This design comes from an exercise in tuning for small area and a short achievable clock period on the open sky130 flow, not from production work.
RTL that was checked went through simulation tests only; none was proved equivalent to the original.
Function not checked in run 2: the RTL went through the layout flow alone.
Power is estimated from default activity; no workload was simulated.

## flow/design.v (module list and top-level ports; edited modules follow where they fit)
// module hwpe_stream_fifo: 51 lines
// module hwpe_shift_fifo: 51 lines
// module hwpe_ctrl_decode: 99 lines
// module hwpe_mac_engine: 782 lines
// module hwpe_result_unit: 55 lines
// module cluster_hwpe_tile: 114 lines
module cluster_hwpe_tile #(
  parameter int unsigned OpndDepth = 4,
  parameter int unsigned ResDepth  = 4
) (
  input  logic                               clk_i,
  input  logic                               rst_n_i,
  input  logic                               wb_cyc_i,
  input  logic                               wb_stb_i,
  input  logic                               wb_we_i,
  input  logic [tile_cfg_pkg::WB_ADDR_W-1:0] wb_adr_i,
  input  logic [tile_cfg_pkg::WB_DATA_W-1:0] wb_dat_i,
  output logic [tile_cfg_pkg::WB_DATA_W-1:0] wb_dat_o,
  output logic                               wb_ack_o,
  output logic                               wb_err_o,
  output logic                               evt_o
);
  // ...
==> flow/flow/run.sh <==
#!/bin/bash
# Standard synthesis, then the standard layout with a tighter setup
# target for repair_timing and plain buffers on the ports; each step logs
# to its own file here (the ORFS logs are under orfs/logs).
# The clock and constraints are unchanged.
set -euo pipefail
MARGIN=${MARGIN:-6.8}
bash standard.sh synth > synth.log 2>&1
bash standard.sh SETUP_SLACK_MARGIN=$MARGIN "BUFFER_PORTS_ARGS=-buffer_cell sky130_fd_sc_hd__buf_2" finish > layout.log 2>&1
==> flow/standard.sh <==
#!/bin/bash
# synth_recipe.tcl (not shown) runs the flow's synth.tcl, then flattens the netlist and writes it again
# the make line also repeats each setting of config.mk as NAME=value (left out here)
make -C /OpenROAD-flow-scripts/flow DESIGN_CONFIG=/design/flow/config.mk WORK_HOME=/design/flow/orfs CLKGATE_MAP_FILE= SYNTH_SCRIPT=/design/flow/synth_recipe.tcl "${@:-finish}"
==> flow/config.mk <==
export PLATFORM = sky130hd
export DESIGN_NAME = cluster_hwpe_tile
export DESIGN_NICKNAME = cluster_hwpe_tile
export VERILOG_FILES = /design/flow/design.v
export SDC_FILE = /design/flow/constraint.sdc
export NUM_CORES = 4
export LEC_CHECK = 0
export ABC_CLOCK_PERIOD_IN_PS = 3500
export CAP_MARGIN = 20
export CORE_MARGIN = 2
export CORE_UTILIZATION = 40
export SLEW_MARGIN = 20
==> flow/constraint.sdc <==
create_clock -name core_clock -period 10.0 [get_ports {clk_i}]
set_input_delay 2.0000 -clock core_clock [delete_from_list [all_inputs] [get_ports {clk_i}]]
set_output_delay 2.0000 -clock core_clock [all_outputs]
set_load 0.01 [all_outputs]
==> run notes, run 1 <==
Family with the most delay on the worst path: adder cells
Total power density per cell area: 262 nW/um^2
Layout cell share with drive strength beyond 1: 23.9%
Count of fill cells added during filler insertion: 5,914
Netlist area before placement: 26,900 um^2
Sinks on the clock net: 497
Non-filler cells, final: 3,227
Detailed route wirelength on metal2: 31.8 mm
Number of instances in the synthesized netlist: 2,184
Synthesized-area fraction occupied by ao, oa, aoi and oai cells: 8.82%
Int Pwr: 5510 uW
Fraction of met1 tracks used by global routing: 26.6%
Initial DRC Count: 1,337
Cell kind with the greatest summed area: flip-flops and latches
Post-CTS setup repair buffer count: 63
Number of buffer cells added on primary ports: 73
Met1 WL: 30.0 mm
Top cell type's share of synthesized area: 41.0%
Synthesized-area fraction occupied by xor and xnor cells: 12.7%
Levels on crit path: 11
Total die area: 69,400 um^2
Final Hold Fails: 0
Run status: timing/DRC/antenna clean
Commonest cells in the netlist: edfxtp_1 (368), xnor2_1 (298), nand2_1 (168)
Worst-margin pin slew: 1.02 ns
DRC violation count after routing: 0
Number of buffers other than clock buffers in the final layout: 180
Setup skew after layout: 0.0415 ns
Critical path buffer and inverter count: 3
==> module hwpe_mac_engine, before the edit <==
module hwpe_mac_engine (
  input  logic                    clk_i,
  input  logic                    rst_n_i,
  input  logic                    start_i,
  input  hwpe_pkg::opcode_e       opcode_i,
  input  logic                    opnd_valid_i,
  output logic                    opnd_ready_o,
  input  hwpe_pkg::operand_pair_t opnd_data_i,
  input  hwpe_pkg::operand_pair_t opnd_next_i,
  output logic                    res_valid_o,
  input  logic                    res_ready_i,
  output hwpe_pkg::result_t       res_data_o
);
  logic        is_add_q;     
  logic        is_mac_q;     
  logic        acc_en_q;     
  logic        acc_dis_q;    
  logic        valid_q;
  logic        fire;
  logic        is_add_d;
  logic [31:0] s_q;
  logic [31:0] c_q;
  logic [15:0] a;
  logic [15:0] b;
  logic [17:0] bn;           
  logic [8:0]  one_d, one_q, one_n_q;
  logic [7:0]  two_d, two_q, two_n_q;
  logic [7:0]  neg_d, neg_q, neg_n_q;
  logic [31:0] x1;
  logic [31:0] x2;
  logic [31:0] tree_s;
  logic [31:0] tree_c;
  logic [16:0] bp0;
  logic [16:0] bp1;
  logic [16:0] bp2;
  logic [16:0] bp3;
  logic [16:0] bp4;
  logic [16:0] bp5;
  logic [16:0] bp6;
  logic [16:0] bp7;
  logic [15:0] bp8;
  assign opnd_ready_o = ~valid_q | res_ready_i;
  assign fire         = opnd_valid_i & opnd_ready_o;
  assign a = opnd_data_i.a;
  assign b = opnd_data_i.b;
  assign is_add_d = start_i ? ((opcode_i != hwpe_pkg::OP_MUL) && (opcode_i != hwpe_pkg::OP_MAC))
                            : is_add_q;
  assign bn = {1'b0, opnd_next_i.b, 1'b0};
  always_comb begin
    for (int unsigned k = 0; k < 8; k++) begin
      one_d[k] = bn[2*k+1] ^ bn[2*k];
      two_d[k] = (bn[2*k+2] & ~bn[2*k+1] & ~bn[2*k]) | (~bn[2*k+2] & bn[2*k+1] & bn[2*k]);
      neg_d[k] = bn[2*k+2] & ~(bn[2*k+1] & bn[2*k]);
    end
    one_d[8] = bn[16];
    if (is_add_d) begin
      one_d = 9'b1;
      two_d = '0;
      neg_d = '0;
    end
  end
  always_ff @(posedge clk_i) begin
    one_q   <= one_d;
    two_q   <= two_d;
    neg_q   <= neg_d;
    one_n_q <= ~one_d;
    two_n_q <= ~two_d;
    neg_n_q <= ~neg_d;
  end
  always_comb begin
    x1 = s_q & {32{acc_en_q}};
    x1[15:0] = x1[15:0] | (b & {16{is_add_q}});
    x2 = c_q & {32{~acc_dis_q}};
  end
  assign bp0[8:0] = ((a[8:0] & {9{one_q[0]}}) | ({a[7:0], 1'b0} & {9{two_q[0]}})) ^ {9{neg_q[0]}};
  assign bp0[16:9] = (({1'b0, a[15:9]} & {8{~one_n_q[0]}}) | (a[15:8] & {8{~two_n_q[0]}})) ^ {8{~neg_n_q[0]}};
  assign bp1[8:0] = ((a[8:0] & {9{one_q[1]}}) | ({a[7:0], 1'b0} & {9{two_q[1]}})) ^ {9{neg_q[1]}};
  assign bp1[16:9] = (({1'b0, a[15:9]} & {8{~one_n_q[1]}}) | (a[15:8] & {8{~two_n_q[1]}})) ^ {8{~neg_n_q[1]}};
  assign bp2[8:0] = ((a[8:0] & {9{one_q[2]}}) | ({a[7:0], 1'b0} & {9{two_q[2]}})) ^ {9{neg_q[2]}};
  assign bp2[16:9] = (({1'b0, a[15:9]} & {8{~one_n_q[2]}}) | (a[15:8] & {8{~two_n_q[2]}})) ^ {8{~neg_n_q[2]}};
  assign bp3[8:0] = ((a[8:0] & {9{one_q[3]}}) | ({a[7:0], 1'b0} & {9{two_q[3]}})) ^ {9{neg_q[3]}};
  assign bp3[16:9] = (({1'b0, a[15:9]} & {8{~one_n_q[3]}}) | (a[15:8] & {8{~two_n_q[3]}})) ^ {8{~neg_n_q[3]}};
  assign bp4[8:0] = ((a[8:0] & {9{one_q[4]}}) | ({a[7:0], 1'b0} & {9{two_q[4]}})) ^ {9{neg_q[4]}};
  assign bp4[16:9] = (({1'b0, a[15:9]} & {8{~one_n_q[4]}}) | (a[15:8] & {8{~two_n_q[4]}})) ^ {8{~neg_n_q[4]}};
  assign bp5[8:0] = ((a[8:0] & {9{one_q[5]}}) | ({a[7:0], 1'b0} & {9{two_q[5]}})) ^ {9{neg_q[5]}};
  assign bp5[16:9] = (({1'b0, a[15:9]} & {8{~one_n_q[5]}}) | (a[15:8] & {8{~two_n_q[5]}})) ^ {8{~neg_n_q[5]}};
  assign bp6[8:0] = ((a[8:0] & {9{one_q[6]}}) | ({a[7:0], 1'b0} & {9{two_q[6]}})) ^ {9{neg_q[6]}};
  assign bp6[16:9] = (({1'b0, a[15:9]} & {8{~one_n_q[6]}}) | (a[15:8] & {8{~two_n_q[6]}})) ^ {8{~neg_n_q[6]}};
  assign bp7[8:0] = ((a[8:0] & {9{one_q[7]}}) | ({a[7:0], 1'b0} & {9{two_q[7]}})) ^ {9{neg_q[7]}};
  assign bp7[16:9] = (({1'b0, a[15:9]} & {8{~one_n_q[7]}}) | (a[15:8] & {8{~two_n_q[7]}})) ^ {8{~neg_n_q[7]}};
  assign bp8 = a & {{8{~one_n_q[8]}}, {8{one_q[8]}}};
  logic hs0, hc0;
  assign hs0 = bp0[12] ^ bp1[10];
  assign hc0 = bp0[12] & bp1[10];
  logic hs1, hc1;
  assign hs1 = bp0[13] ^ bp1[11];
  assign hc1 = bp0[13] & bp1[11];
  logic fs0, fc0;
  assign fs0 = bp0[14] ^ bp1[12] ^ bp2[10];
  assign fc0 = (bp0[14] ^ bp1[12]) ? bp2[10] : bp0[14];
  logic hs2, hc2;
  assign hs2 = bp3[8] ^ bp4[6];
  assign hc2 = bp3[8] & bp4[6];
  logic fs1, fc1;
  assign fs1 = bp0[15] ^ bp1[13] ^ bp2[11];
  assign fc1 = (bp0[15] ^ bp1[13]) ? bp2[11] : bp0[15];
  logic hs3, hc3;
  assign hs3 = bp3[9] ^ bp4[7];
  assign hc3 = bp3[9] & bp4[7];
  logic fs2, fc2;
  assign fs2 = bp0[16] ^ bp1[14] ^ bp2[12];
  assign fc2 = (bp0[16] ^ bp1[14]) ? bp2[12] : bp0[16];
  logic fs3, fc3;
  assign fs3 = bp3[10] ^ bp4[8] ^ bp5[6];
  assign fc3 = (bp3[10] ^ bp4[8]) ? bp5[6] : bp3[10];
  logic fs4, fc4;
  assign fs4 = neg_n_q[0] ^ bp1[15] ^ bp2[13];
  assign fc4 = (neg_n_q[0] ^ bp1[15]) ? bp2[13] : neg_n_q[0];
  logic fs5, fc5;
  assign fs5 = bp3[11] ^ bp4[9] ^ bp5[7];
  assign fc5 = (bp3[11] ^ bp4[9]) ? bp5[7] : bp3[11];
  logic hs4, hc4;
  assign hs4 = bp6[5] ^ bp7[3];
  assign hc4 = bp6[5] & bp7[3];
  logic fs6, fc6;
  assign fs6 = bp1[16] ^ bp2[14] ^ bp3[12];
  assign fc6 = (bp1[16] ^ bp2[14]) ? bp3[12] : bp1[16];
  logic fs7, fc7;
  assign fs7 = bp4[10] ^ bp5[8] ^ bp6[6];
  assign fc7 = (bp4[10] ^ bp5[8]) ? bp6[6] : bp4[10];
  logic hs5, hc5;
  assign hs5 = bp7[4] ^ bp8[2];
  assign hc5 = bp7[4] & bp8[2];
  logic fs8, fc8;
  assign fs8 = neg_n_q[1] ^ bp2[15] ^ bp3[13];
  assign fc8 = (neg_n_q[1] ^ bp2[15]) ? bp3[13] : neg_n_q[1];
  logic fs9, fc9;
  assign fs9 = bp4[11] ^ bp5[9] ^ bp6[7];
  assign fc9 = (bp4[11] ^ bp5[9]) ? bp6[7] : bp4[11];
  logic fs10, fc10;
  assign fs10 = bp2[16] ^ bp3[14] ^ bp4[12];
  assign fc10 = (bp2[16] ^ bp3[14]) ? bp4[12] : bp2[16];
  logic hs6, hc6;
  assign hs6 = bp5[10] ^ bp6[8];
  assign hc6 = bp5[10] & bp6[8];
  logic fs11, fc11;
  assign fs11 = neg_n_q[2] ^ bp3[15] ^ bp4[13];
  assign fc11 = (neg_n_q[2] ^ bp3[15]) ? bp4[13] : neg_n_q[2];
  logic hs7, hc7;
  assign hs7 = bp3[16] ^ bp4[14];
  assign hc7 = bp3[16] & bp4[14];
  logic hs8, hc8;
  assign hs8 = bp0[6] ^ bp1[4];
  assign hc8 = bp0[6] & bp1[4];
  logic hs9, hc9;
  assign hs9 = bp0[7] ^ bp1[5];
  assign hc9 = bp0[7] & bp1[5];
  logic fs12, fc12;
  assign fs12 = bp0[8] ^ bp1[6] ^ bp2[4];
  assign fc12 = (bp0[8] & bp1[6]) | (bp0[8] & bp2[4]) | (bp1[6] & bp2[4]);
  logic hs10, hc10;
  assign hs10 = bp3[2] ^ bp4[0];
  assign hc10 = bp3[2] & bp4[0];
  logic fs13, fc13;
  assign fs13 = bp0[9] ^ bp1[7] ^ bp2[5];
  assign fc13 = (bp0[9] & bp1[7]) | (bp0[9] & bp2[5]) | (bp1[7] & bp2[5]);
  logic hs11, hc11;
  assign hs11 = bp3[3] ^ bp4[1];
  assign hc11 = bp3[3] & bp4[1];
  logic fs14, fc14;
  assign fs14 = bp0[10] ^ bp1[8] ^ bp2[6];
  assign fc14 = (bp0[10] & bp1[8]) | (bp0[10] & bp2[6]) | (bp1[8] & bp2[6]);
  logic fs15, fc15;
  assign fs15 = bp3[4] ^ bp4[2] ^ bp5[0];
  assign fc15 = (bp3[4] & bp4[2]) | (bp3[4] & bp5[0]) | (bp4[2] & bp5[0]);
  logic hs12, hc12;
  assign hs12 = neg_q[5] ^ x1[10];
  assign hc12 = neg_q[5] & x1[10];
  logic fs16, fc16;
  assign fs16 = bp0[11] ^ bp1[9] ^ bp2[7];
  assign fc16 = (bp0[11] & bp1[9]) | (bp0[11] & bp2[7]) | (bp1[9] & bp2[7]);
  logic fs17, fc17;
  assign fs17 = bp3[5] ^ bp4[3] ^ bp5[1];
  assign fc17 = (bp3[5] & bp4[3]) | (bp3[5] & bp5[1]) | (bp4[3] & bp5[1]);
  logic hs13, hc13;
  assign hs13 = x1[11] ^ x2[11];
  assign hc13 = x1[11] & x2[11];
  logic fs18, fc18;
  assign fs18 = bp2[8] ^ bp3[6] ^ bp4[4];
  assign fc18 = (bp2[8] & bp3[6]) | (bp2[8] & bp4[4]) | (bp3[6] & bp4[4]);
  logic fs19, fc19;
  assign fs19 = bp5[2] ^ bp6[0] ^ neg_q[6];
  assign fc19 = (bp5[2] & bp6[0]) | (bp5[2] & neg_q[6]) | (bp6[0] & neg_q[6]);
  logic fs20, fc20;
  assign fs20 = x1[12] ^ x2[12] ^ hs0;
  assign fc20 = (x1[12] ^ x2[12]) ? hs0 : x1[12];
  logic fs21, fc21;
  assign fs21 = bp2[9] ^ bp3[7] ^ bp4[5];
  assign fc21 = (bp2[9] & bp3[7]) | (bp2[9] & bp4[5]) | (bp3[7] & bp4[5]);
  logic fs22, fc22;
  assign fs22 = bp5[3] ^ bp6[1] ^ x1[13];
  assign fc22 = (bp5[3] & bp6[1]) | (bp5[3] & x1[13]) | (bp6[1] & x1[13]);
  logic fs23, fc23;
  assign fs23 = x2[13] ^ hc0 ^ hs1;
  assign fc23 = (x2[13] ^ hc0) ? hs1 : x2[13];
  logic fs24, fc24;
  assign fs24 = bp5[4] ^ bp6[2] ^ bp7[0];
  assign fc24 = (bp5[4] & bp6[2]) | (bp5[4] & bp7[0]) | (bp6[2] & bp7[0]);
  logic fs25, fc25;
  assign fs25 = neg_q[7] ^ x1[14] ^ x2[14];
  assign fc25 = (neg_q[7] & x1[14]) | (neg_q[7] & x2[14]) | (x1[14] & x2[14]);
  logic fs26, fc26;
  assign fs26 = hc1 ^ fs0 ^ hs2;
  assign fc26 = (hc1 ^ fs0) ? hs2 : hc1;
  logic fs27, fc27;
  assign fs27 = bp5[5] ^ bp6[3] ^ bp7[1];
  assign fc27 = (bp5[5] & bp6[3]) | (bp5[5] & bp7[1]) | (bp6[3] & bp7[1]);
  logic fs28, fc28;
  assign fs28 = x1[15] ^ x2[15] ^ fc0;
  assign fc28 = (x1[15] ^ x2[15]) ? fc0 : x1[15];
  logic fs29, fc29;
  assign fs29 = hc2 ^ fs1 ^ hs3;
  assign fc29 = (hc2 ^ fs1) ? hs3 : hc2;
  logic fs30, fc30;
  assign fs30 = bp6[4] ^ bp7[2] ^ bp8[0];
  assign fc30 = (bp6[4] & bp7[2]) | (bp6[4] & bp8[0]) | (bp7[2] & bp8[0]);
  logic fs31, fc31;
  assign fs31 = x1[16] ^ x2[16] ^ fc1;
  assign fc31 = (x1[16] ^ x2[16]) ? fc1 : x1[16];
  logic fs32, fc32;
  assign fs32 = hc3 ^ fs2 ^ fs3;
  assign fc32 = (hc3 ^ fs2) ? fs3 : hc3;
  logic fs33, fc33;
  assign fs33 = bp8[1] ^ x1[17] ^ x2[17];
  assign fc33 = (bp8[1] & x1[17]) | (bp8[1] & x2[17]) | (x1[17] & x2[17]);
  logic fs34, fc34;
  assign fs34 = 1'b1 ^ fc2 ^ fc3;
  assign fc34 = (1'b1 ^ fc2) ? fc3 : 1'b1;
  logic fs35, fc35;
  assign fs35 = fs4 ^ fs5 ^ hs4;
  assign fc35 = (fs4 ^ fs5) ? hs4 : fs4;
  logic fs36, fc36;
  assign fs36 = x1[18] ^ x2[18] ^ 1'b1;
  assign fc36 = (x1[18] & x2[18]) | (x1[18] & 1'b1) | (x2[18] & 1'b1);
  logic fs37, fc37;
  assign fs37 = fc4 ^ fc5 ^ hc4;
  assign fc37 = (fc4 ^ fc5) ? hc4 : fc4;
  logic fs38, fc38;
  assign fs38 = fs6 ^ fs7 ^ hs5;
  assign fc38 = (fs6 ^ fs7) ? hs5 : fs6;
  logic fs39, fc39;
  assign fs39 = bp7[5] ^ bp8[3] ^ x1[19];
  assign fc39 = (bp7[5] & bp8[3]) | (bp7[5] & x1[19]) | (bp8[3] & x1[19]);
  logic fs40, fc40;
  assign fs40 = x2[19] ^ fc6 ^ fc7;
  assign fc40 = (x2[19] ^ fc6) ? fc7 : x2[19];
  logic fs41, fc41;
  assign fs41 = hc5 ^ fs8 ^ fs9;
  assign fc41 = (hc5 ^ fs8) ? fs9 : hc5;
  logic fs42, fc42;
  assign fs42 = bp7[6] ^ bp8[4] ^ x1[20];
  assign fc42 = (bp7[6] & bp8[4]) | (bp7[6] & x1[20]) | (bp8[4] & x1[20]);
  logic fs43, fc43;
  assign fs43 = x2[20] ^ 1'b1 ^ fc8;
  assign fc43 = (x2[20] ^ 1'b1) ? fc8 : x2[20];
  logic fs44, fc44;
  assign fs44 = fc9 ^ fs10 ^ hs6;
  assign fc44 = (fc9 ^ fs10) ? hs6 : fc9;
  logic fs45, fc45;
  assign fs45 = bp5[11] ^ bp6[9] ^ bp7[7];
  assign fc45 = (bp5[11] & bp6[9]) | (bp5[11] & bp7[7]) | (bp6[9] & bp7[7]);
  logic fs46, fc46;
  assign fs46 = bp8[5] ^ x1[21] ^ x2[21];
  assign fc46 = (bp8[5] & x1[21]) | (bp8[5] & x2[21]) | (x1[21] & x2[21]);
  logic fs47, fc47;
  assign fs47 = fc10 ^ hc6 ^ fs11;
  assign fc47 = (fc10 ^ hc6) ? fs11 : fc10;
  logic fs48, fc48;
  assign fs48 = bp5[12] ^ bp6[10] ^ bp7[8];
  assign fc48 = (bp5[12] & bp6[10]) | (bp5[12] & bp7[8]) | (bp6[10] & bp7[8]);
  logic fs49, fc49;
  assign fs49 = bp8[6] ^ x1[22] ^ x2[22];
  assign fc49 = (bp8[6] & x1[22]) | (bp8[6] & x2[22]) | (x1[22] & x2[22]);
  logic fs50, fc50;
  assign fs50 = 1'b1 ^ fc11 ^ hs7;
  assign fc50 = (1'b1 ^ fc11) ? hs7 : 1'b1;
  logic fs51, fc51;
  assign fs51 = neg_n_q[3] ^ bp4[15] ^ bp5[13];
  assign fc51 = (neg_n_q[3] & bp4[15]) | (neg_n_q[3] & bp5[13]) | (bp4[15] & bp5[13]);
  logic fs52, fc52;
  assign fs52 = bp6[11] ^ bp7[9] ^ bp8[7];
  assign fc52 = (bp6[11] & bp7[9]) | (bp6[11] & bp8[7]) | (bp7[9] & bp8[7]);
  logic fs53, fc53;
  assign fs53 = x1[23] ^ x2[23] ^ hc7;
  assign fc53 = (x1[23] ^ x2[23]) ? hc7 : x1[23];
  logic fs54, fc54;
  assign fs54 = bp4[16] ^ bp5[14] ^ bp6[12];
  assign fc54 = (bp4[16] & bp5[14]) | (bp4[16] & bp6[12]) | (bp5[14] & bp6[12]);
  logic fs55, fc55;
  assign fs55 = bp7[10] ^ bp8[8] ^ x1[24];
  assign fc55 = (bp7[10] & bp8[8]) | (bp7[10] & x1[24]) | (bp8[8] & x1[24]);
  logic hs14, hc14;
  assign hs14 = x2[24] ^ 1'b1;
  assign hc14 = x2[24] & 1'b1;
  logic fs56, fc56;
  assign fs56 = neg_n_q[4] ^ bp5[15] ^ bp6[13];
  assign fc56 = (neg_n_q[4] & bp5[15]) | (neg_n_q[4] & bp6[13]) | (bp5[15] & bp6[13]);
  logic fs57, fc57;
  assign fs57 = bp7[11] ^ bp8[9] ^ x1[25];
  assign fc57 = (bp7[11] & bp8[9]) | (bp7[11] & x1[25]) | (bp8[9] & x1[25]);
  logic fs58, fc58;
  assign fs58 = bp5[16] ^ bp6[14] ^ bp7[12];
  assign fc58 = (bp5[16] & bp6[14]) | (bp5[16] & bp7[12]) | (bp6[14] & bp7[12]);
  logic hs15, hc15;
  assign hs15 = bp8[10] ^ x1[26];
  assign hc15 = bp8[10] & x1[26];
  logic fs59, fc59;
  assign fs59 = neg_n_q[5] ^ bp6[15] ^ bp7[13];
  assign fc59 = (neg_n_q[5] ^ bp6[15]) ? bp7[13] : neg_n_q[5];
  logic hs16, hc16;
  assign hs16 = bp6[16] ^ bp7[14];
  assign hc16 = bp6[16] & bp7[14];
  logic hs17, hc17;
  assign hs17 = bp0[2] ^ bp1[0];
  assign hc17 = bp0[2] & bp1[0];
  logic hs18, hc18;
  assign hs18 = bp0[3] ^ bp1[1];
  assign hc18 = bp0[3] & bp1[1];
  logic fs60, fc60;
  assign fs60 = bp0[4] ^ bp1[2] ^ bp2[0];
  assign fc60 = (bp0[4] & bp1[2]) | (bp0[4] & bp2[0]) | (bp1[2] & bp2[0]);
  logic hs19, hc19;
  assign hs19 = neg_q[2] ^ x1[4];
  assign hc19 = neg_q[2] & x1[4];
  logic fs61, fc61;
  assign fs61 = bp0[5] ^ bp1[3] ^ bp2[1];
  assign fc61 = (bp0[5] & bp1[3]) | (bp0[5] & bp2[1]) | (bp1[3] & bp2[1]);
  logic hs20, hc20;
  assign hs20 = x1[5] ^ x2[5];
  assign hc20 = x1[5] & x2[5];
  logic fs62, fc62;
  assign fs62 = bp2[2] ^ bp3[0] ^ neg_q[3];
  assign fc62 = (bp2[2] & bp3[0]) | (bp2[2] & neg_q[3]) | (bp3[0] & neg_q[3]);
  logic fs63, fc63;
  assign fs63 = x1[6] ^ x2[6] ^ hs8;
  assign fc63 = (x1[6] & x2[6]) | (x1[6] & hs8) | (x2[6] & hs8);
  logic fs64, fc64;
  assign fs64 = bp2[3] ^ bp3[1] ^ x1[7];
  assign fc64 = (bp2[3] & bp3[1]) | (bp2[3] & x1[7]) | (bp3[1] & x1[7]);
  logic fs65, fc65;
  assign fs65 = x2[7] ^ hc8 ^ hs9;
  assign fc65 = (x2[7] & hc8) | (x2[7] & hs9) | (hc8 & hs9);
  logic fs66, fc66;
  assign fs66 = neg_q[4] ^ x1[8] ^ x2[8];
  assign fc66 = (neg_q[4] & x1[8]) | (neg_q[4] & x2[8]) | (x1[8] & x2[8]);
  logic fs67, fc67;
  assign fs67 = hc9 ^ fs12 ^ hs10;
  assign fc67 = (hc9 ^ fs12) ? hs10 : hc9;
  logic fs68, fc68;
  assign fs68 = x1[9] ^ x2[9] ^ fc12;
  assign fc68 = (x1[9] & x2[9]) | (x1[9] & fc12) | (x2[9] & fc12);
  logic fs69, fc69;
  assign fs69 = hc10 ^ fs13 ^ hs11;
  assign fc69 = (hc10 ^ fs13) ? hs11 : hc10;
  logic fs70, fc70;
  assign fs70 = x2[10] ^ fc13 ^ hc11;
  assign fc70 = (x2[10] & fc13) | (x2[10] & hc11) | (fc13 & hc11);
  logic fs71, fc71;
  assign fs71 = fs14 ^ fs15 ^ hs12;
  assign fc71 = (fs14 ^ fs15) ? hs12 : fs14;
  logic fs72, fc72;
  assign fs72 = fc14 ^ fc15 ^ hc12;
  assign fc72 = (fc14 & fc15) | (fc14 & hc12) | (fc15 & hc12);
  logic fs73, fc73;
  assign fs73 = fs16 ^ fs17 ^ hs13;
  assign fc73 = (fs16 ^ fs17) ? hs13 : fs16;
  logic fs74, fc74;
  assign fs74 = fc16 ^ fc17 ^ hc13;
  assign fc74 = (fc16 & fc17) | (fc16 & hc13) | (fc17 & hc13);
  logic fs75, fc75;
  assign fs75 = fs18 ^ fs19 ^ fs20;
  assign fc75 = (fs18 ^ fs19) ? fs20 : fs18;
  logic fs76, fc76;
  assign fs76 = fc18 ^ fc19 ^ fc20;
  assign fc76 = (fc18 ^ fc19) ? fc20 : fc18;
  logic fs77, fc77;
  assign fs77 = fs21 ^ fs22 ^ fs23;
  assign fc77 = (fs21 ^ fs22) ? fs23 : fs21;
  logic fs78, fc78;
  assign fs78 = fc21 ^ fc22 ^ fc23;
  assign fc78 = (fc21 ^ fc22) ? fc23 : fc21;
  logic fs79, fc79;
  assign fs79 = fs24 ^ fs25 ^ fs26;
  assign fc79 = (fs24 ^ fs25) ? fs26 : fs24;
  logic fs80, fc80;
  assign fs80 = fc24 ^ fc25 ^ fc26;
  assign fc80 = (fc24 ^ fc25) ? fc26 : fc24;
  logic fs81, fc81;
  assign fs81 = fs27 ^ fs28 ^ fs29;
  assign fc81 = (fs27 ^ fs28) ? fs29 : fs27;
  logic fs82, fc82;
  assign fs82 = fc27 ^ fc28 ^ fc29;
  assign fc82 = (fc27 ^ fc28) ? fc29 : fc27;
  logic fs83, fc83;
  assign fs83 = fs30 ^ fs31 ^ fs32;
  assign fc83 = (fs30 ^ fs31) ? fs32 : fs30;
  logic fs84, fc84;
  assign fs84 = fc30 ^ fc31 ^ fc32;
  assign fc84 = (fc30 ^ fc31) ? fc32 : fc30;
  logic fs85, fc85;
  assign fs85 = fs33 ^ fs34 ^ fs35;
  assign fc85 = (fs33 ^ fs34) ? fs35 : fs33;
  logic fs86, fc86;
  assign fs86 = fc33 ^ fc34 ^ fc35;
  assign fc86 = (fc33 ^ fc34) ? fc35 : fc33;
  logic fs87, fc87;
  assign fs87 = fs36 ^ fs37 ^ fs38;
  assign fc87 = (fs36 ^ fs37) ? fs38 : fs36;
  logic fs88, fc88;
  assign fs88 = fc36 ^ fc37 ^ fc38;
  assign fc88 = (fc36 ^ fc37) ? fc38 : fc36;
  logic fs89, fc89;
  assign fs89 = fs39 ^ fs40 ^ fs41;
  assign fc89 = (fs39 ^ fs40) ? fs41 : fs39;
  logic fs90, fc90;
  assign fs90 = fc39 ^ fc40 ^ fc41;
  assign fc90 = (fc39 ^ fc40) ? fc41 : fc39;
  logic fs91, fc91;
  assign fs91 = fs42 ^ fs43 ^ fs44;
  assign fc91 = (fs42 ^ fs43) ? fs44 : fs42;
  logic fs92, fc92;
  assign fs92 = fc42 ^ fc43 ^ fc44;
  assign fc92 = (fc42 ^ fc43) ? fc44 : fc42;
  logic fs93, fc93;
  assign fs93 = fs45 ^ fs46 ^ fs47;
  assign fc93 = (fs45 ^ fs46) ? fs47 : fs45;
  logic fs94, fc94;
  assign fs94 = fc45 ^ fc46 ^ fc47;
  assign fc94 = (fc45 ^ fc46) ? fc47 : fc45;
  logic fs95, fc95;
  assign fs95 = fs48 ^ fs49 ^ fs50;
  assign fc95 = (fs48 ^ fs49) ? fs50 : fs48;
  logic fs96, fc96;
  assign fs96 = fc48 ^ fc49 ^ fc50;
  assign fc96 = (fc48 ^ fc49) ? fc50 : fc48;
  logic fs97, fc97;
  assign fs97 = fs51 ^ fs52 ^ fs53;
  assign fc97 = (fs51 ^ fs52) ? fs53 : fs51;
  logic fs98, fc98;
  assign fs98 = fc51 ^ fc52 ^ fc53;
  assign fc98 = (fc51 ^ fc52) ? fc53 : fc51;
  logic fs99, fc99;
  assign fs99 = fs54 ^ fs55 ^ hs14;
  assign fc99 = (fs54 ^ fs55) ? hs14 : fs54;
  logic fs100, fc100;
  assign fs100 = x2[25] ^ fc54 ^ fc55;
  assign fc100 = (x2[25] & fc54) | (x2[25] & fc55) | (fc54 & fc55);
  logic fs101, fc101;
  assign fs101 = hc14 ^ fs56 ^ fs57;
  assign fc101 = (hc14 ^ fs56) ? fs57 : hc14;
  logic fs102, fc102;
  assign fs102 = x2[26] ^ 1'b1 ^ fc56;
  assign fc102 = (x2[26] & 1'b1) | (x2[26] & fc56) | (1'b1 & fc56);
  logic fs103, fc103;
  assign fs103 = fc57 ^ fs58 ^ hs15;
  assign fc103 = (fc57 ^ fs58) ? hs15 : fc57;
  logic fs104, fc104;
  assign fs104 = bp8[11] ^ x1[27] ^ x2[27];
  assign fc104 = (bp8[11] & x1[27]) | (bp8[11] & x2[27]) | (x1[27] & x2[27]);
  logic fs105, fc105;
  assign fs105 = fc58 ^ hc15 ^ fs59;
  assign fc105 = (fc58 & hc15) | (fc58 & fs59) | (hc15 & fs59);
  logic fs106, fc106;
  assign fs106 = bp8[12] ^ x1[28] ^ x2[28];
  assign fc106 = (bp8[12] & x1[28]) | (bp8[12] & x2[28]) | (x1[28] & x2[28]);
  logic fs107, fc107;
  assign fs107 = 1'b1 ^ fc59 ^ hs16;
  assign fc107 = (1'b1 & fc59) | (1'b1 & hs16) | (fc59 & hs16);
  logic fs108, fc108;
  assign fs108 = neg_n_q[6] ^ bp7[15] ^ bp8[13];
  assign fc108 = (neg_n_q[6] & bp7[15]) | (neg_n_q[6] & bp8[13]) | (bp7[15] & bp8[13]);
  logic fs109, fc109;
  assign fs109 = x1[29] ^ x2[29] ^ hc16;
  assign fc109 = (x1[29] & x2[29]) | (x1[29] & hc16) | (x2[29] & hc16);
  logic fs110, fc110;
  assign fs110 = bp7[16] ^ bp8[14] ^ x1[30];
  assign fc110 = (bp7[16] & bp8[14]) | (bp7[16] & x1[30]) | (bp8[14] & x1[30]);
  logic hs21, hc21;
  assign hs21 = x2[30] ^ 1'b1;
  assign hc21 = x2[30] & 1'b1;
  logic fs111, fc111;
  assign fs111 = neg_n_q[7] ^ bp8[15] ^ x1[31];
  assign fc111 = (neg_n_q[7] & bp8[15]) | (neg_n_q[7] & x1[31]) | (bp8[15] & x1[31]);
  logic hs22, hc22;
  assign hs22 = bp0[0] ^ neg_q[0];
  assign hc22 = bp0[0] & neg_q[0];
  logic hs23, hc23;
  assign hs23 = bp0[1] ^ x1[1];
  assign hc23 = bp0[1] & x1[1];
  logic fs112, fc112;
  assign fs112 = neg_q[1] ^ x1[2] ^ x2[2];
  assign fc112 = (neg_q[1] & x1[2]) | (neg_q[1] & x2[2]) | (x1[2] & x2[2]);
  logic fs113, fc113;
  assign fs113 = x1[3] ^ x2[3] ^ hc17;
  assign fc113 = (x1[3] & x2[3]) | (x1[3] & hc17) | (x2[3] & hc17);
  logic fs114, fc114;
  assign fs114 = x2[4] ^ hc18 ^ fs60;
  assign fc114 = (x2[4] & hc18) | (x2[4] & fs60) | (hc18 & fs60);
  logic fs115, fc115;
  assign fs115 = fc60 ^ hc19 ^ fs61;
  assign fc115 = (fc60 & hc19) | (fc60 & fs61) | (hc19 & fs61);
  logic fs116, fc116;
  assign fs116 = fc61 ^ hc20 ^ fs62;
  assign fc116 = (fc61 & hc20) | (fc61 & fs62) | (hc20 & fs62);
  logic fs117, fc117;
  assign fs117 = fc62 ^ fc63 ^ fs64;
  assign fc117 = (fc62 & fc63) | (fc62 & fs64) | (fc63 & fs64);
  logic fs118, fc118;
  assign fs118 = fc64 ^ fc65 ^ fs66;
  assign fc118 = (fc64 & fc65) | (fc64 & fs66) | (fc65 & fs66);
  logic fs119, fc119;
  assign fs119 = fc66 ^ fc67 ^ fs68;
  assign fc119 = (fc66 ^ fc67) ? fs68 : fc66;
  logic fs120, fc120;
  assign fs120 = fc68 ^ fc69 ^ fs70;
  assign fc120 = (fc68 ^ fc69) ? fs70 : fc68;
  logic fs121, fc121;
  assign fs121 = fc70 ^ fc71 ^ fs72;
  assign fc121 = (fc70 ^ fc71) ? fs72 : fc70;
  logic fs122, fc122;
  assign fs122 = fc72 ^ fc73 ^ fs74;
  assign fc122 = (fc72 ^ fc73) ? fs74 : fc72;
  logic fs123, fc123;
  assign fs123 = fc74 ^ fc75 ^ fs76;
  assign fc123 = (fc74 ^ fc75) ? fs76 : fc74;
  logic fs124, fc124;
  assign fs124 = fc76 ^ fc77 ^ fs78;
  assign fc124 = (fc76 ^ fc77) ? fs78 : fc76;
  logic fs125, fc125;
  assign fs125 = fc78 ^ fc79 ^ fs80;
  assign fc125 = (fc78 ^ fc79) ? fs80 : fc78;
  logic fs126, fc126;
  assign fs126 = fc80 ^ fc81 ^ fs82;
  assign fc126 = (fc80 ^ fc81) ? fs82 : fc80;
  logic fs127, fc127;
  assign fs127 = fc82 ^ fc83 ^ fs84;
  assign fc127 = (fc82 ^ fc83) ? fs84 : fc82;
  logic fs128, fc128;
  assign fs128 = fc84 ^ fc85 ^ fs86;
  assign fc128 = (fc84 ^ fc85) ? fs86 : fc84;
  logic fs129, fc129;
  assign fs129 = fc86 ^ fc87 ^ fs88;
  assign fc129 = (fc86 ^ fc87) ? fs88 : fc86;
  logic fs130, fc130;
  assign fs130 = fc88 ^ fc89 ^ fs90;
  assign fc130 = (fc88 ^ fc89) ? fs90 : fc88;
  logic fs131, fc131;
  assign fs131 = fc90 ^ fc91 ^ fs92;
  assign fc131 = (fc90 ^ fc91) ? fs92 : fc90;
  logic fs132, fc132;
  assign fs132 = fc92 ^ fc93 ^ fs94;
  assign fc132 = (fc92 ^ fc93) ? fs94 : fc92;
  logic fs133, fc133;
  assign fs133 = fc94 ^ fc95 ^ fs96;
  assign fc133 = (fc94 ^ fc95) ? fs96 : fc94;
  logic fs134, fc134;
  assign fs134 = fc96 ^ fc97 ^ fs98;
  assign fc134 = (fc96 ^ fc97) ? fs98 : fc96;
  logic fs135, fc135;
  assign fs135 = fc98 ^ fc99 ^ fs100;
  assign fc135 = (fc98 ^ fc99) ? fs100 : fc98;
  logic fs136, fc136;
  assign fs136 = fc100 ^ fc101 ^ fs102;
  assign fc136 = (fc100 ^ fc101) ? fs102 : fc100;
  logic fs137, fc137;
  assign fs137 = fc102 ^ fc103 ^ fs104;
  assign fc137 = (fc102 ^ fc103) ? fs104 : fc102;
  logic fs138, fc138;
  assign fs138 = fc104 ^ fc105 ^ fs106;
  assign fc138 = (fc104 ^ fc105) ? fs106 : fc104;
  logic fs139, fc139;
  assign fs139 = fc106 ^ fc107 ^ fs108;
  assign fc139 = (fc106 ^ fc107) ? fs108 : fc106;
  logic fs140, fc140;
  assign fs140 = fc108 ^ fc109 ^ fs110;
  assign fc140 = (fc108 ^ fc109) ? fs110 : fc108;
  logic fs141, fc141;
  assign fs141 = x2[31] ^ fc110 ^ hc21;
  assign fc141 = (x2[31] & fc110) | (x2[31] & hc21) | (fc110 & hc21);
  logic hs24, hc24;
  assign hs24 = x1[0] ^ x2[0];
  assign hc24 = x1[0] & x2[0];
  logic fs142, fc142;
  assign fs142 = x2[1] ^ hc22 ^ hs23;
  assign fc142 = (x2[1] & hc22) | (x2[1] & hs23) | (hc22 & hs23);
  logic fs143, fc143;
  assign fs143 = hs17 ^ hc23 ^ fs112;
  assign fc143 = (hs17 & hc23) | (hs17 & fs112) | (hc23 & fs112);
  logic fs144, fc144;
  assign fs144 = hs18 ^ fc112 ^ fs113;
  assign fc144 = (hs18 & fc112) | (hs18 & fs113) | (fc112 & fs113);
  logic fs145, fc145;
  assign fs145 = hs19 ^ fc113 ^ fs114;
  assign fc145 = (hs19 & fc113) | (hs19 & fs114) | (fc113 & fs114);
  logic fs146, fc146;
  assign fs146 = hs20 ^ fc114 ^ fs115;
  assign fc146 = (hs20 & fc114) | (hs20 & fs115) | (fc114 & fs115);
  logic fs147, fc147;
  assign fs147 = fs63 ^ fc115 ^ fs116;
  assign fc147 = (fs63 & fc115) | (fs63 & fs116) | (fc115 & fs116);
  logic fs148, fc148;
  assign fs148 = fs65 ^ fc116 ^ fs117;
  assign fc148 = (fs65 ^ fc116) ? fs117 : fs65;
  logic fs149, fc149;
  assign fs149 = fs67 ^ fc117 ^ fs118;
  assign fc149 = (fs67 ^ fc117) ? fs118 : fs67;
  logic fs150, fc150;
  assign fs150 = fs69 ^ fc118 ^ fs119;
  assign fc150 = (fs69 ^ fc118) ? fs119 : fs69;
  logic fs151, fc151;
  assign fs151 = fs71 ^ fc119 ^ fs120;
  assign fc151 = (fs71 ^ fc119) ? fs120 : fs71;
  logic fs152, fc152;
  assign fs152 = fs73 ^ fc120 ^ fs121;
  assign fc152 = (fs73 ^ fc120) ? fs121 : fs73;
  logic fs153, fc153;
  assign fs153 = fs75 ^ fc121 ^ fs122;
  assign fc153 = (fs75 ^ fc121) ? fs122 : fs75;
  logic fs154, fc154;
  assign fs154 = fs77 ^ fc122 ^ fs123;
  assign fc154 = (fs77 ^ fc122) ? fs123 : fs77;
  logic fs155, fc155;
  assign fs155 = fs79 ^ fc123 ^ fs124;
  assign fc155 = (fs79 ^ fc123) ? fs124 : fs79;
  logic fs156, fc156;
  assign fs156 = fs81 ^ fc124 ^ fs125;
  assign fc156 = (fs81 ^ fc124) ? fs125 : fs81;
  logic fs157, fc157;
  assign fs157 = fs83 ^ fc125 ^ fs126;
  assign fc157 = (fs83 ^ fc125) ? fs126 : fs83;
  logic fs158, fc158;
  assign fs158 = fs85 ^ fc126 ^ fs127;
  assign fc158 = (fs85 ^ fc126) ? fs127 : fs85;
  logic fs159, fc159;
  assign fs159 = fs87 ^ fc127 ^ fs128;
  assign fc159 = (fs87 ^ fc127) ? fs128 : fs87;
  logic fs160, fc160;
  assign fs160 = fs89 ^ fc128 ^ fs129;
  assign fc160 = (fs89 ^ fc128) ? fs129 : fs89;
  logic fs161, fc161;
  assign fs161 = fs91 ^ fc129 ^ fs130;
  assign fc161 = (fs91 ^ fc129) ? fs130 : fs91;
  logic fs162, fc162;
  assign fs162 = fs93 ^ fc130 ^ fs131;
  assign fc162 = (fs93 ^ fc130) ? fs131 : fs93;
  logic fs163, fc163;
  assign fs163 = fs95 ^ fc131 ^ fs132;
  assign fc163 = (fs95 ^ fc131) ? fs132 : fs95;
  logic fs164, fc164;
  assign fs164 = fs97 ^ fc132 ^ fs133;
  assign fc164 = (fs97 ^ fc132) ? fs133 : fs97;
  logic fs165, fc165;
  assign fs165 = fs99 ^ fc133 ^ fs134;
  assign fc165 = (fs99 ^ fc133) ? fs134 : fs99;
  logic fs166, fc166;
  assign fs166 = fs101 ^ fc134 ^ fs135;
  assign fc166 = (fs101 ^ fc134) ? fs135 : fs101;
  logic fs167, fc167;
  assign fs167 = fs103 ^ fc135 ^ fs136;
  assign fc167 = (fs103 ^ fc135) ? fs136 : fs103;
  logic fs168, fc168;
  assign fs168 = fs105 ^ fc136 ^ fs137;
  assign fc168 = (fs105 ^ fc136) ? fs137 : fs105;
  logic fs169, fc169;
  assign fs169 = fs107 ^ fc137 ^ fs138;
  assign fc169 = (fs107 ^ fc137) ? fs138 : fs107;
  logic fs170, fc170;
  assign fs170 = fs109 ^ fc138 ^ fs139;
  assign fc170 = (fs109 ^ fc138) ? fs139 : fs109;
  logic fs171, fc171;
  assign fs171 = hs21 ^ fc139 ^ fs140;
  assign fc171 = (hs21 & fc139) | (hs21 & fs140) | (fc139 & fs140);
  logic fs172, fc172;
  assign fs172 = fs111 ^ fc140 ^ fs141;
  assign fc172 = (fs111 & fc140) | (fs111 & fs141) | (fc140 & fs141);
  assign tree_s[0] = hs22;
  assign tree_c[0] = hs24;
  assign tree_s[1] = hc24;
  assign tree_c[1] = fs142;
  assign tree_s[2] = fc142;
  assign tree_c[2] = fs143;
  assign tree_s[3] = fc143;
  assign tree_c[3] = fs144;
  assign tree_s[4] = fc144;
  assign tree_c[4] = fs145;
  assign tree_s[5] = fc145;
  assign tree_c[5] = fs146;
  assign tree_s[6] = fc146;
  assign tree_c[6] = fs147;
  assign tree_s[7] = fc147;
  assign tree_c[7] = fs148;
  assign tree_s[8] = fc148;
  assign tree_c[8] = fs149;
  assign tree_s[9] = fc149;
  assign tree_c[9] = fs150;
  assign tree_s[10] = fc150;
  assign tree_c[10] = fs151;
  assign tree_s[11] = fc151;
  assign tree_c[11] = fs152;
  assign tree_s[12] = fc152;
  assign tree_c[12] = fs153;
  assign tree_s[13] = fc153;
  assign tree_c[13] = fs154;
  assign tree_s[14] = fc154;
  assign tree_c[14] = fs155;
  assign tree_s[15] = fc155;
  assign tree_c[15] = fs156;
  assign tree_s[16] = fc156;
  assign tree_c[16] = fs157;
  assign tree_s[17] = fc157;
  assign tree_c[17] = fs158;
  assign tree_s[18] = fc158;
  assign tree_c[18] = fs159;
  assign tree_s[19] = fc159;
  assign tree_c[19] = fs160;
  assign tree_s[20] = fc160;
  assign tree_c[20] = fs161;
  assign tree_s[21] = fc161;
  assign tree_c[21] = fs162;
  assign tree_s[22] = fc162;
  assign tree_c[22] = fs163;
  assign tree_s[23] = fc163;
  assign tree_c[23] = fs164;
  assign tree_s[24] = fc164;
  assign tree_c[24] = fs165;
  assign tree_s[25] = fc165;
  assign tree_c[25] = fs166;
  assign tree_s[26] = fc166;
  assign tree_c[26] = fs167;
  assign tree_s[27] = fc167;
  assign tree_c[27] = fs168;
  assign tree_s[28] = fc168;
  assign tree_c[28] = fs169;
  assign tree_s[29] = fc169;
  assign tree_c[29] = fs170;
  assign tree_s[30] = fc170;
  assign tree_c[30] = fs171;
  assign tree_s[31] = fc171;
  assign tree_c[31] = fs172;
  always_ff @(posedge clk_i or negedge rst_n_i) begin
    if (!rst_n_i) begin
      is_add_q   <= 1'b1;
      is_mac_q   <= 1'b0;
      acc_en_q   <= 1'b0;
      acc_dis_q  <= 1'b1;
      valid_q    <= 1'b0;
    end else begin
      is_add_q <= is_add_d;
      if (start_i) begin
        is_mac_q  <= (opcode_i == hwpe_pkg::OP_MAC);
        acc_en_q  <= 1'b0;
        acc_dis_q <= 1'b1;
      end else if (fire) begin
        acc_en_q  <= is_mac_q;
        acc_dis_q <= ~is_mac_q;
      end
      if (fire) begin
        valid_q <= 1'b1;
      end else if (res_ready_i) begin
        valid_q <= 1'b0;
      end
    end
  end
  always_ff @(posedge clk_i) begin
    if (fire) begin
      s_q <= tree_s;
      c_q <= tree_c;
    end
  end
  assign res_valid_o = valid_q;
  assign res_data_o  = s_q + c_q;
endmodule
==> run 2, diff against run 1 <==
--- a/flow/design.v
+++ b/flow/design.v
@@ -258,5 +258,5 @@
   logic [17:0] bn;           
-  logic [8:0]  one_d, one_q, one_n_q;
-  logic [7:0]  two_d, two_q, two_n_q;
-  logic [7:0]  neg_d, neg_q, neg_n_q;
+  logic [8:0]  one_d, one_q;
+  logic [7:0]  two_d, two_q;
+  logic [7:0]  neg_d, neg_q;
   logic [31:0] x1;
@@ -295,8 +295,5 @@
   always_ff @(posedge clk_i) begin
-    one_q   <= one_d;
-    two_q   <= two_d;
-    neg_q   <= neg_d;
-    one_n_q <= ~one_d;
-    two_n_q <= ~two_d;
-    neg_n_q <= ~neg_d;
+    one_q <= one_d;
+    two_q <= two_d;
+    neg_q <= neg_d;
   end
@@ -307,19 +304,11 @@
   end
-  assign bp0[8:0] = ((a[8:0] & {9{one_q[0]}}) | ({a[7:0], 1'b0} & {9{two_q[0]}})) ^ {9{neg_q[0]}};
-  assign bp0[16:9] = (({1'b0, a[15:9]} & {8{~one_n_q[0]}}) | (a[15:8] & {8{~two_n_q[0]}})) ^ {8{~neg_n_q[0]}};
-  assign bp1[8:0] = ((a[8:0] & {9{one_q[1]}}) | ({a[7:0], 1'b0} & {9{two_q[1]}})) ^ {9{neg_q[1]}};
-  assign bp1[16:9] = (({1'b0, a[15:9]} & {8{~one_n_q[1]}}) | (a[15:8] & {8{~two_n_q[1]}})) ^ {8{~neg_n_q[1]}};
-  assign bp2[8:0] = ((a[8:0] & {9{one_q[2]}}) | ({a[7:0], 1'b0} & {9{two_q[2]}})) ^ {9{neg_q[2]}};
-  assign bp2[16:9] = (({1'b0, a[15:9]} & {8{~one_n_q[2]}}) | (a[15:8] & {8{~two_n_q[2]}})) ^ {8{~neg_n_q[2]}};
-  assign bp3[8:0] = ((a[8:0] & {9{one_q[3]}}) | ({a[7:0], 1'b0} & {9{two_q[3]}})) ^ {9{neg_q[3]}};
-  assign bp3[16:9] = (({1'b0, a[15:9]} & {8{~one_n_q[3]}}) | (a[15:8] & {8{~two_n_q[3]}})) ^ {8{~neg_n_q[3]}};
-  assign bp4[8:0] = ((a[8:0] & {9{one_q[4]}}) | ({a[7:0], 1'b0} & {9{two_q[4]}})) ^ {9{neg_q[4]}};
-  assign bp4[16:9] = (({1'b0, a[15:9]} & {8{~one_n_q[4]}}) | (a[15:8] & {8{~two_n_q[4]}})) ^ {8{~neg_n_q[4]}};
-  assign bp5[8:0] = ((a[8:0] & {9{one_q[5]}}) | ({a[7:0], 1'b0} & {9{two_q[5]}})) ^ {9{neg_q[5]}};
-  assign bp5[16:9] = (({1'b0, a[15:9]} & {8{~one_n_q[5]}}) | (a[15:8] & {8{~two_n_q[5]}})) ^ {8{~neg_n_q[5]}};
-  assign bp6[8:0] = ((a[8:0] & {9{one_q[6]}}) | ({a[7:0], 1'b0} & {9{two_q[6]}})) ^ {9{neg_q[6]}};
-  assign bp6[16:9] = (({1'b0, a[15:9]} & {8{~one_n_q[6]}}) | (a[15:8] & {8{~two_n_q[6]}})) ^ {8{~neg_n_q[6]}};
-  assign bp7[8:0] = ((a[8:0] & {9{one_q[7]}}) | ({a[7:0], 1'b0} & {9{two_q[7]}})) ^ {9{neg_q[7]}};
-  assign bp7[16:9] = (({1'b0, a[15:9]} & {8{~one_n_q[7]}}) | (a[15:8] & {8{~two_n_q[7]}})) ^ {8{~neg_n_q[7]}};
-  assign bp8 = a & {{8{~one_n_q[8]}}, {8{one_q[8]}}};
+  assign bp0 = (({1'b0, a} & {17{one_q[0]}}) | ({a, 1'b0} & {17{two_q[0]}})) ^ {17{neg_q[0]}};
+  assign bp1 = (({1'b0, a} & {17{one_q[1]}}) | ({a, 1'b0} & {17{two_q[1]}})) ^ {17{neg_q[1]}};
+  assign bp2 = (({1'b0, a} & {17{one_q[2]}}) | ({a, 1'b0} & {17{two_q[2]}})) ^ {17{neg_q[2]}};
+  assign bp3 = (({1'b0, a} & {17{one_q[3]}}) | ({a, 1'b0} & {17{two_q[3]}})) ^ {17{neg_q[3]}};
+  assign bp4 = (({1'b0, a} & {17{one_q[4]}}) | ({a, 1'b0} & {17{two_q[4]}})) ^ {17{neg_q[4]}};
+  assign bp5 = (({1'b0, a} & {17{one_q[5]}}) | ({a, 1'b0} & {17{two_q[5]}})) ^ {17{neg_q[5]}};
+  assign bp6 = (({1'b0, a} & {17{one_q[6]}}) | ({a, 1'b0} & {17{two_q[6]}})) ^ {17{neg_q[6]}};
+  assign bp7 = (({1'b0, a} & {17{one_q[7]}}) | ({a, 1'b0} & {17{two_q[7]}})) ^ {17{neg_q[7]}};
+  assign bp8 = a & {16{one_q[8]}};
   logic hs0, hc0;
@@ -349,4 +338,4 @@
   logic fs4, fc4;
-  assign fs4 = neg_n_q[0] ^ bp1[15] ^ bp2[13];
-  assign fc4 = (neg_n_q[0] ^ bp1[15]) ? bp2[13] : neg_n_q[0];
+  assign fs4 = ~neg_q[0] ^ bp1[15] ^ bp2[13];
+  assign fc4 = (~neg_q[0] ^ bp1[15]) ? bp2[13] : ~neg_q[0];
   logic fs5, fc5;
@@ -367,4 +356,4 @@
   logic fs8, fc8;
-  assign fs8 = neg_n_q[1] ^ bp2[15] ^ bp3[13];
-  assign fc8 = (neg_n_q[1] ^ bp2[15]) ? bp3[13] : neg_n_q[1];
+  assign fs8 = ~neg_q[1] ^ bp2[15] ^ bp3[13];
+  assign fc8 = (~neg_q[1] ^ bp2[15]) ? bp3[13] : ~neg_q[1];
   logic fs9, fc9;
@@ -379,4 +368,4 @@
   logic fs11, fc11;
-  assign fs11 = neg_n_q[2] ^ bp3[15] ^ bp4[13];
-  assign fc11 = (neg_n_q[2] ^ bp3[15]) ? bp4[13] : neg_n_q[2];
+  assign fs11 = ~neg_q[2] ^ bp3[15] ^ bp4[13];
+  assign fc11 = (~neg_q[2] ^ bp3[15]) ? bp4[13] : ~neg_q[2];
   logic hs7, hc7;
@@ -520,4 +509,4 @@
   logic fs51, fc51;
-  assign fs51 = neg_n_q[3] ^ bp4[15] ^ bp5[13];
-  assign fc51 = (neg_n_q[3] & bp4[15]) | (neg_n_q[3] & bp5[13]) | (bp4[15] & bp5[13]);
+  assign fs51 = ~neg_q[3] ^ bp4[15] ^ bp5[13];
+  assign fc51 = (~neg_q[3] & bp4[15]) | (~neg_q[3] & bp5[13]) | (bp4[15] & bp5[13]);
   logic fs52, fc52;
@@ -538,4 +527,4 @@
   logic fs56, fc56;
-  assign fs56 = neg_n_q[4] ^ bp5[15] ^ bp6[13];
-  assign fc56 = (neg_n_q[4] & bp5[15]) | (neg_n_q[4] & bp6[13]) | (bp5[15] & bp6[13]);
+  assign fs56 = ~neg_q[4] ^ bp5[15] ^ bp6[13];
+  assign fc56 = (~neg_q[4] & bp5[15]) | (~neg_q[4] & bp6[13]) | (bp5[15] & bp6[13]);
   logic fs57, fc57;
@@ -550,4 +539,4 @@
   logic fs59, fc59;
-  assign fs59 = neg_n_q[5] ^ bp6[15] ^ bp7[13];
-  assign fc59 = (neg_n_q[5] ^ bp6[15]) ? bp7[13] : neg_n_q[5];
+  assign fs59 = ~neg_q[5] ^ bp6[15] ^ bp7[13];
+  assign fc59 = (~neg_q[5] ^ bp6[15]) ? bp7[13] : ~neg_q[5];
   logic hs16, hc16;
@@ -712,4 +701,4 @@
   logic fs108, fc108;
-  assign fs108 = neg_n_q[6] ^ bp7[15] ^ bp8[13];
-  assign fc108 = (neg_n_q[6] & bp7[15]) | (neg_n_q[6] & bp8[13]) | (bp7[15] & bp8[13]);
+  assign fs108 = ~neg_q[6] ^ bp7[15] ^ bp8[13];
+  assign fc108 = (~neg_q[6] & bp7[15]) | (~neg_q[6] & bp8[13]) | (bp7[15] & bp8[13]);
   logic fs109, fc109;
@@ -724,4 +713,4 @@
   logic fs111, fc111;
-  assign fs111 = neg_n_q[7] ^ bp8[15] ^ x1[31];
-  assign fc111 = (neg_n_q[7] & bp8[15]) | (neg_n_q[7] & x1[31]) | (bp8[15] & x1[31]);
+  assign fs111 = ~neg_q[7] ^ bp8[15] ^ x1[31];
+  assign fc111 = (~neg_q[7] & bp8[15]) | (~neg_q[7] & x1[31]) | (bp8[15] & x1[31]);
   logic hs22, hc22;
==> flow/flow/run.sh (replaced) <==
#!/bin/bash
# Standard synthesis, then the standard layout with a tighter setup
# target for repair_timing (the clock and constraints are unchanged).
set -euo pipefail
MARGIN=${MARGIN:-6.8}
bash standard.sh synth > synth.log 2>&1
bash standard.sh SETUP_SLACK_MARGIN=$MARGIN "BUFFER_PORTS_ARGS=-buffer_cell sky130_fd_sc_hd__buf_2" finish > layout.log 2>&1
--- a/flow/config.mk
+++ b/flow/config.mk
@@ -11,2 +11,4 @@
 export CORE_UTILIZATION = 40
+export CTS_CLUSTER_DIAMETER = 120
+export CTS_CLUSTER_SIZE = 24
 export SLEW_MARGIN = 20
==> run notes, run 2 <==
Run status: timing/DRC/antenna clean (unchanged)
Post-route setup TNS: 0 ns (unchanged)
Depth of the worst hold-timing path: 2 (unchanged)
CTS clock-pin slew for the worst setup and hold paths: 0.09 ns (was 0.06 ns)
Wire length of the first global-routing pass: 106 mm (was 103 mm)
Worst reg-to-reg setup slack: 6.59 ns (was 6.72 ns)
Half-perimeter wire length of the detailed placement result: 46.5 mm (was 46.6 mm)
Largest net degree at the start of global routing: 65 (was 69)
Warning count from the yosys run: 7 (unchanged)
Remaining Overflow, GRT: 0 (unchanged)
Post-layout power: 7290 uW (was 8270 uW)
Clock insertion delay at the later pin of the skew report: 0.59 ns (was 0.64 ns)
Top fanout value on the critical path: 4 (was 5)
Area Growth Syn to Fin: 13.3% (was 17.0%)
Commonest cells in the netlist: edfxtp_1 (368), xnor2_1 (293), nand2_1 (173) (was edfxtp_1 (368), xnor2_1 (298), nand2_1 (168))
Floorplan die height: 262 um (was 263 um)
Ranking of synthesized cells by area: edfxtp_1 (42%), xnor2_1 (9.6%), dfxtp_1 (5.5%) (was edfxtp_1 (41%), xnor2_1 (9.7%), dfxtp_1 (7.3%))
Worst Setup Start Kind: flop (unchanged)
Post-layout instance area: 30,100 um^2 (was 31,500 um^2)
First-pass iteration count of the detailed router: 5 (unchanged)
Overall Global Routing Usage: 20.6% (was 19.3%)
Number of distinct library cell variants in the gate-level netlist after synthesis: 75 (was 69)
Final Hold Fails: 0 (unchanged)
Total die area: 68,600 um^2 (was 69,400 um^2)
Most common cell in the netlist: edfxtp_1 (unchanged)
End of the worst register-to-register path: i_res_fifo.mem_q[1][30] (was i_engine.s_q[21])
Top cell type's share of synthesized area: 41.5% (was 41.0%)
Max Cap Violations: 0 (unchanged)
Normalized max-slew margin: 37.5% (was 32.2%)
LEAKAGE: 0.0111 uW (was 0.0119 uW)
Launch instance of the worst min-delay path: i_decode.ctrl_q[28] (was i_decode.ctrl_q[30])
CTS Hold Buffers Added: 0 (unchanged)
Net count of the finished layout: 2,453 (was 2,522)
Most frequent cells in the layout: edfxtp_1 (368), xnor2_1 (249), nand2_1 (169), a22oi_1 (125), buf_4 (85) (was edfxtp_1 (368), xnor2_1 (251), nand2_1 (167), inv_1 (113), a22oi_1 (100))
Non-filler cells, final: 3,120 (was 3,227)
Portion of the post-synthesis area used by sequential elements: 49.9% (was 51.2%)
Biggest regs: i_opnd_fifo.mem_q: 128 flops, i_res_fifo.mem_q: 128 flops (unchanged)
Worst hold path type: flop to flop (unchanged)
Core region area: 65,900 um^2 (was 66,900 um^2)
Vias per cell: 5.53 (was 5.35)
Top-level I/O count: 104 (unchanged)
Layout Utilization: 45.8% (was 47.1%)
Library cell occupying the most area in the post-synthesis netlist: edfxtp_1 (unchanged)
Fmax: 293 MHz (was 305 MHz)
Number of nets with antenna violations after routing: 0 (unchanged)
Die X-Extent: 262 um (was 263 um)
Site Rows: 94 (was 95)
Data required time at the worst endpoint: 10.38 ns (was 10.34 ns)
Detailed-route via count: 17,200 (was 17,300)
Syn_area_per_cell: 12.3 um^2 (about the same)
Minimum clock period: 3.41 ns (was 3.28 ns)
Final setup violation count: 0 (unchanged)
Hold Crit Endpoint: i_decode.wb_dat_o[28] (was i_decode.wb_dat_o[30])
Area of placed instances: 27,900 um^2 (was 28,100 um^2)
Final count of pins violating max slew: 0 (unchanged)
Sinks on the clock net: 472 (was 497)
Total number of H-tree levels: 1 (was 2)
Total power density per cell area: 242 nW/um^2 (was 262 nW/um^2)
Effective utilization at floorplan: 40.4% (was 40.2%)
Number of buffer cells added on primary ports: 73 (unchanged)
Worst Reg2Reg Path Length in Cells: 13 (was 11)
Netlist area before placement: 26,600 um^2 (was 26,900 um^2)
Initial antenna violation count: 3 (was 0)
Instance count after placement with tap cells included: 3,004 (was 3,037)
CP endpoint kind: flop (unchanged)
TritonCTS buffer count: 24 (was 52)
Worst-margin pin slew: 0.937 ns (was 1.02 ns)
Most common cell after layout, fill and taps aside: edfxtp_1 (unchanged)
Number of synthesized register bits: 472 (was 497)
TritonCTS clock tree: built (unchanged)
Worst vdd ir: 0.145 mV (was 0.154 mV)
Count of fill cells added during filler insertion: 5,937 (was 5,914)
Clock Tree Root: clkbuf_16 (unchanged)
Net count after synthesis: 2,372 (was 2,398)
Unrepaired setup endpoints after global routing: true (unchanged)
Synth Flop Type: edfxtp_1 (unchanged)
Via count of the first global-routing pass: 17,000 (was 17,200)
RR Startpoint: i_engine.c_q[0] (was i_opnd_fifo.mem_q[0][12])
Number of enable flip-flop cells after synthesis: 368 (unchanged)
Setup Crit Path Kind: flop to flop (unchanged)
Number of instances in the synthesized netlist: 2,157 (was 2,184)
CP Data Arrival Time: 3.79 ns (was 3.62 ns)
Worst-case clock buffer depth: 3 (unchanged)
Asr flop ratio synth: 6.57% (was 6.24%)
N_diodes: 0 (was 2)
Share of the clock period used by the worst path: 34.1% (was 32.8%)
DRC violation count after routing: 0 (unchanged)
DR WL/cell: 22.9 um (was 21.1 um)
Layout cell share with drive strength beyond 1: 23.6% (was 23.9%)
Initial DRC Count: 1,357 (was 1,337)
Weighted congestion reported at the end of routability-driven placement: 0.831 (was 0.850)
Setup skew after layout: 0.0314 ns (was 0.0415 ns)
Final routed wirelength across all metal layers: 71.6 mm (was 68.1 mm)
run 2: cell count changes in the layout (fill, tap and decap cells not counted), moves of 16 or more:
cell	previous run	this run
a22oi_2	2	29
dfxtp_1	91	58
clkbuf_16	54	24
a21o_1	16	32
a22oi_1	100	125
o22ai_1	43	1
inv_1	113	72
run 2: layer usage:
layer | global-route usage, % | wire [um]
met2 | 33.6 | 33700
met5 | 0 | 0
met3 | 3.10 | 5190
met4 | 5.43 | 1850
met1 | 28.8 | 30800
run 2: kinds of logic after synthesis:
group / count (synthesis) / synth area share (%)
XOR/XNOR: 374 / 12.7
adder cells (fa/ha/maj): 206 / 11.0
multiplexers: 122 / 6.41
buffers and inverters: 218 / 3.46
flip-flops: 472 / 49.9
AO/OA/AOI/OAI: 364 / 9.53
AND/OR/NAND/NOR: 401 / 6.93
run 2: critical path, stage by stage, from the launching register on:
cell,delay [ns]
edfxtp_1,0.40
ha_2,0.21
fa_2,0.34
a21o_1,0.19
a21oi_2,0.17
o21bai_2,0.10
a2111oi_4,0.41
nor4b_4,0.10
o211ai_1,0.18
buf_4,0.17
a21oi_4,0.06
o21ai_2,0.20
or4b_4,0.48
o211ai_1,0.19
run 2: layout make-up:
cell class | instances | area, um^2 | area share (%)
inverter | 86 | 347 | 1.15
sequential | 472 | 13300 | 44.2
multi-input combinational | 1467 | 13200 | 43.9
clock buffer | 41 | 664 | 2.20
timing repair buffer | 186 | 1420 | 4.72
timing repair inverter | 1 | 7.51 | 0.0249
tap | 864 | 1080 | 3.59
clock inverter | 3 | 52.6 | 0.174
run 2: per-stage QoR:
stage / hold WS (ns) / setup slack (ns)
floorplan: 0.448 / 6.53
global route: 0.521 / 6.39
CTS: 0.500 / 6.57
finish: 0.498 / 6.59
detailed placement: 0.480 / 5.73
global placement: 0.483 / 5.71
run 2: worst max-delay path by stage:
stage                     depth (start not counted)  slack [ns]       startpoint                 endpoint
final                                            13        6.59  i_engine.c_q[0]  i_res_fifo.mem_q[1][30]
after global routing                             13        6.39  i_engine.c_q[0]  i_res_fifo.mem_q[2][30]
after CTS                                        13        6.57  i_engine.s_q[0]  i_res_fifo.mem_q[3][30]
after detailed placement                          7        5.73      wb_adr_i[2]      i_result.head_q[20]
after global placement                            7        5.71      wb_adr_i[2]      i_result.head_q[19]
after floorplan                                   7        6.53      wb_adr_i[2]       i_result.head_q[0]
run 2: repair_timing:
item	in CTS	in global routing
cloned	1	0
setup endpoints to repair	137	93
pin swaps	45	94
resized for setup	98	130
buffers inserted	57	14
run 2: where the power goes:
group          switching (uW)  internal [uW]  total [uW]
clock                     637            467        1100
sequential                123           2470        2600
combinational            1820           1770        3590

==> what the ideal ports hide <==
In the flow no input, the clock included, has a driving cell. The finished layouts below were timed again as built, in two steps.
Step 1 (the two cells are an assumption about what drives the block):
set clk [get_ports {clk_i}]
set_driving_cell -lib_cell sky130_fd_sc_hd__clkbuf_16 $clk
set_driving_cell -lib_cell sky130_fd_sc_hd__buf_2 [delete_from_list [all_inputs] $clk]
Step 2 moves the port delays by t, midway between the first and last clock arrival at a register: inputs arrive t later, outputs are due t later. That takes back most of the time a late clock gives input paths.
Three values: no drivers, after step 1, after step 2; two values: the first two.
run	t (ns)	slack for setup (ns)	worst data-port slew with drivers (ns)
run 1	0.682	6.718 / 6.718 / 6.354	0.05
run 2	0.639	6.592 / 6.592 / 6.383	0.04
After both steps every run listed still meets setup and hold. For run 1, which loses most, drivers alone change the setup slack by 0.000 ns; drivers and shift together by -0.364 ns.
